Context: an optimization exercise on an open-source flow, tuned for small area and a short achievable clock period. The choices shown serve that exercise and are no tape-out recipe.
Function was checked by simulation only, so behaviour that the tests miss may differ from the original.
No activity file was given, so power comes from the tool's default toggle rates.

## rev 12
==> flow/design.v (excerpt) <==
module fp32_fma (
    input  logic    clk,
    input  logic    rst_n,
    input  logic    in_valid,
    input  fma_pkg::fp32_t   a,
    input  fma_pkg::fp32_t   b,
    input  fma_pkg::fp32_t   c,
    input  fma_pkg::rmode_t  rm,
    output logic    out_valid,
    output fma_pkg::fp32_t   result,
    output fma_pkg::fflags_t flags
);
    localparam int SW = fma_pkg::SIDE_W;
    logic        v1;
    logic [23:0] ma1, mc1;
    logic [12:0] b_one1;
    logic [11:0] b_two1, b_neg1;
    logic signed [10:0] prod_expo1;
    logic [7:0]  ec1;
    logic        prod_zero1, is_sub1;
    logic [7:0]  side1;
    logic        v2;
    logic [50:0] row_a2, row_b2;
    logic        s3_2, sp2, kill2;
    logic [75:51] x_hi2;
    logic        is_sub2;
    logic [SW-1:0] side2;
    logic        v3;
    logic [75:0] mag3;
    logic [9:0]  lim_hi3;
    logic [7:0]  lim_lo3;
    logic        sign3, is_sub3;
  ...
Size in the first run: about 5000 cells after synthesis, about 430 flip-flops, about 140 I/O pins.
==> module fma_normalize, before the edit <==
module fma_normalize (
    input  logic        clk,
    input  logic        rst_n,
    input  logic        in_valid,
    input  logic [75:0] mag,
    input  logic [9:0]  lim_hi,
    input  logic [7:0]  lim_lo,
    input  logic        sign,
    input  logic        is_sub,
    input  logic [fma_pkg::SIDE_W-1:0] side_in,
    output logic        out_valid,
    output logic [24:0] frac_q,
    output logic        subnormal_q,
    output logic        sticky_q,
    output logic        zero_q,
    output logic [7:0]  vexp_q,
    output logic        huge_q,
    output logic        e254_q,
    output logic        sign_q,
    output logic        is_sub_q,
    output logic [7:0]  side_q
);
    logic [127:0] lzin;
    logic [6:0]   lz;
    always_comb begin
        lzin = '0;
        for (int i = 0; i < 76; i++) lzin[i + 52] = mag[i] | (lim_hi[i >> 3] & lim_lo[i & 7]);
        lzin[51] = 1'b1;
    end
    logic [63:0]  v1;  logic [0:0] c1 [64];
    logic [31:0]  v2;  logic [1:0] c2 [32];
    logic [15:0]  v3;  logic [2:0] c3 [16];
    logic [7:0]   v4;  logic [3:0] c4 [8];
    logic [3:0]   v5;  logic [4:0] c5 [4];
    logic [1:0]   v6;  logic [5:0] c6 [2];
    always_comb begin
        for (int i = 0; i < 64; i++) begin
            v1[i] = lzin[2*i+1] | lzin[2*i];
            c1[i] = !lzin[2*i+1];
        end
        for (int i = 0; i < 32; i++) begin
            v2[i] = v1[2*i+1] | v1[2*i];
            c2[i] = v1[2*i+1] ? {1'b0, c1[2*i+1]} : {1'b1, c1[2*i]};
        end
        for (int i = 0; i < 16; i++) begin
            v3[i] = v2[2*i+1] | v2[2*i];
            c3[i] = v2[2*i+1] ? {1'b0, c2[2*i+1]} : {1'b1, c2[2*i]};
        end
        for (int i = 0; i < 8; i++) begin
            v4[i] = v3[2*i+1] | v3[2*i];
            c4[i] = v3[2*i+1] ? {1'b0, c3[2*i+1]} : {1'b1, c3[2*i]};
        end
        for (int i = 0; i < 4; i++) begin
            v5[i] = v4[2*i+1] | v4[2*i];
            c5[i] = v4[2*i+1] ? {1'b0, c4[2*i+1]} : {1'b1, c4[2*i]};
        end
        for (int i = 0; i < 2; i++) begin
            v6[i] = v5[2*i+1] | v5[2*i];
            c6[i] = v5[2*i+1] ? {1'b0, c5[2*i+1]} : {1'b1, c5[2*i]};
        end
        lz = v6[1] ? {1'b0, c6[1]} : {1'b1, c6[0]};
    end
    logic [127:0] tzin;
    logic [6:0]   tz;
    logic [63:0]  w1;  logic [0:0] d1 [64];
    logic [31:0]  w2;  logic [1:0] d2 [32];
    logic [15:0]  w3;  logic [2:0] d3 [16];
    logic [7:0]   w4;  logic [3:0] d4 [8];
    logic [3:0]   w5;  logic [4:0] d5 [4];
    logic [1:0]   w6;  logic [5:0] d6 [2];
    always_comb begin
        tzin = '0;
        tzin[75:0] = mag;
        tzin[76]   = 1'b1;
        for (int i = 0; i < 64; i++) begin
            w1[i] = tzin[2*i+1] | tzin[2*i];
            d1[i] = !tzin[2*i];
        end
        for (int i = 0; i < 32; i++) begin
            w2[i] = w1[2*i+1] | w1[2*i];
            d2[i] = w1[2*i] ? {1'b0, d1[2*i]} : {1'b1, d1[2*i+1]};
        end
        for (int i = 0; i < 16; i++) begin
            w3[i] = w2[2*i+1] | w2[2*i];
            d3[i] = w2[2*i] ? {1'b0, d2[2*i]} : {1'b1, d2[2*i+1]};
        end
        for (int i = 0; i < 8; i++) begin
            w4[i] = w3[2*i+1] | w3[2*i];
            d4[i] = w3[2*i] ? {1'b0, d3[2*i]} : {1'b1, d3[2*i+1]};
        end
        for (int i = 0; i < 4; i++) begin
            w5[i] = w4[2*i+1] | w4[2*i];
            d5[i] = w4[2*i] ? {1'b0, d4[2*i]} : {1'b1, d4[2*i+1]};
        end
        for (int i = 0; i < 2; i++) begin
            w6[i] = w5[2*i+1] | w5[2*i];
            d6[i] = w5[2*i] ? {1'b0, d5[2*i]} : {1'b1, d5[2*i+1]};
        end
        tz = w6[0] ? {1'b0, d6[0]} : {1'b1, d6[1]};
    end
    logic [75:0]        nrm;
    logic [9:0]         e_anchor;
    logic signed [10:0] vexp;
    assign nrm      = mag << lz;
    assign e_anchor = side_in[17:8];
    assign vexp     = 11'(e_anchor) - 11'(lz);
    logic valid_q;
    always_ff @(posedge clk or negedge rst_n) begin
        if (!rst_n) valid_q <= 1'b0;
        else        valid_q <= in_valid;
    end
    assign out_valid = valid_q;
    always_ff @(posedge clk) begin
        frac_q      <= nrm[74:50];
        subnormal_q <= !nrm[75];
        sticky_q    <= (8'(tz) + 8'(lz)) < 8'd50;
        zero_q      <= tz == 7'd76;
        vexp_q      <= vexp[7:0];
        huge_q      <= vexp >= 11'sd255;
        e254_q      <= vexp == 11'sd254;
        sign_q      <= sign;
        is_sub_q    <= is_sub;
        side_q      <= side_in[7:0];
    end
endmodule
clock: 10.5 ns
lec_check: 0
cap_margin: 20
core_margin: 2
core_utilization: 60
place_density: 0.72
setup_slack_margin: 5
slew_margin: 20
run.sh (not shown) runs the stock make flow with config.mk's settings and CLKGATE_MAP_FILE= SYNTH_SCRIPT=/design/flow/synth_recipe.tcl, a recipe that flattens the netlist after the stock synthesis.
#### Input delta (rev 13 over rev 12)
diff --git a/flow/design.v b/flow/design.v
--- a/flow/design.v
+++ b/flow/design.v
@@ -1573,11 +1573,24 @@
     end
     logic [75:0]        nrm;
     logic [9:0]         e_anchor;
     logic signed [10:0] vexp;
-    assign nrm      = mag << lz;
+    logic [75:0] ns [8];
+    always_comb begin
+        ns[0] = mag;
+        for (int k = 0; k < 7; k++) begin
+            ns[k+1] = lz[6-k] ? (ns[k] << (64 >> k)) : ns[k];
+        end
+        nrm = ns[7];
+    end
     assign e_anchor = side_in[17:8];
     assign vexp     = 11'(e_anchor) - 11'(lz);
+    logic signed [10:0] lz_huge, lz_254;
+    logic               huge, e254;
+    assign lz_huge = 11'(e_anchor) - 11'sd255;    
+    assign lz_254  = 11'(e_anchor) - 11'sd254;    
+    assign huge    = !lz_huge[10] && (lz_huge[9:7] != 3'b000 || lz_huge[6:0] >= lz);
+    assign e254    = !lz_254[10] && lz_254[9:7] == 3'b000 && lz_254[6:0] == lz;
     logic valid_q;
     always_ff @(posedge clk or negedge rst_n) begin
         if (!rst_n) valid_q <= 1'b0;
         else        valid_q <= in_valid;
@@ -1588,10 +1601,10 @@
         subnormal_q <= !nrm[75];
         sticky_q    <= (8'(tz) + 8'(lz)) < 8'd50;
         zero_q      <= tz == 7'd76;
         vexp_q      <= vexp[7:0];
-        huge_q      <= vexp >= 11'sd255;
-        e254_q      <= vexp == 11'sd254;
+        huge_q      <= huge;
+        e254_q      <= e254;
         sign_q      <= sign;
         is_sub_q    <= is_sub;
         side_q      <= side_in[7:0];
     end
--- outcome ---
- Every stage of the flow completed for rev 13, and the final layout passed the timing, design-rule and antenna checks.
- Rev 12 -> rev 13: via-per-instance ratio flat
- In rev 13 the non-clock buffering overhead in the final layout turned out 0.23 points lower than in rev 12.
- Looking at fraction of final layout cells with drive strength greater than 1, rev 13 sits 0.39 points lower than rev 12 does.
- Rev 13 ended with less fraction of area in multi-input gates than rev 12.
- Rev 12 → rev 13: final estimated routing congestion in global placement saw an increase; combinational group share of total power saw a decrease; post-synthesis instance area saw a decrease; power saw a decrease; clock power saw little to no change.

[separate check: timing with driven ports]
How much do the figures lean on ideal ports? The routed layouts below were timed once more, with nothing changed but the port constraints. Step 1 sets driving cells, clkbuf_16 on the clock port and buf_2 on the other inputs (assumed; they add their load-dependent delay and slew). Step 2 moves the port delays by t, midway between the first and last clock arrival at a register: inputs arrive t later, outputs are due t later. That takes back most of the time a late clock gives input paths. a / b / c = no drivers / after step 1 / after step 2; a / b = the first two.
run	t (ns)	setup slack, ns	worst setup path after step 2	latest minus earliest clock arrival (ns)	slew at the worst register clock pin (ns)
rev 12	0.682	5.165 / 5.097 / 5.183	input to register	0.071 / 0.071	0.06 / 0.06
rev 13	0.672	5.051 / 4.981 / 5.100	register to register	0.032 / 0.031	0.07 / 0.07
After both steps setup and hold are still met in every run listed.
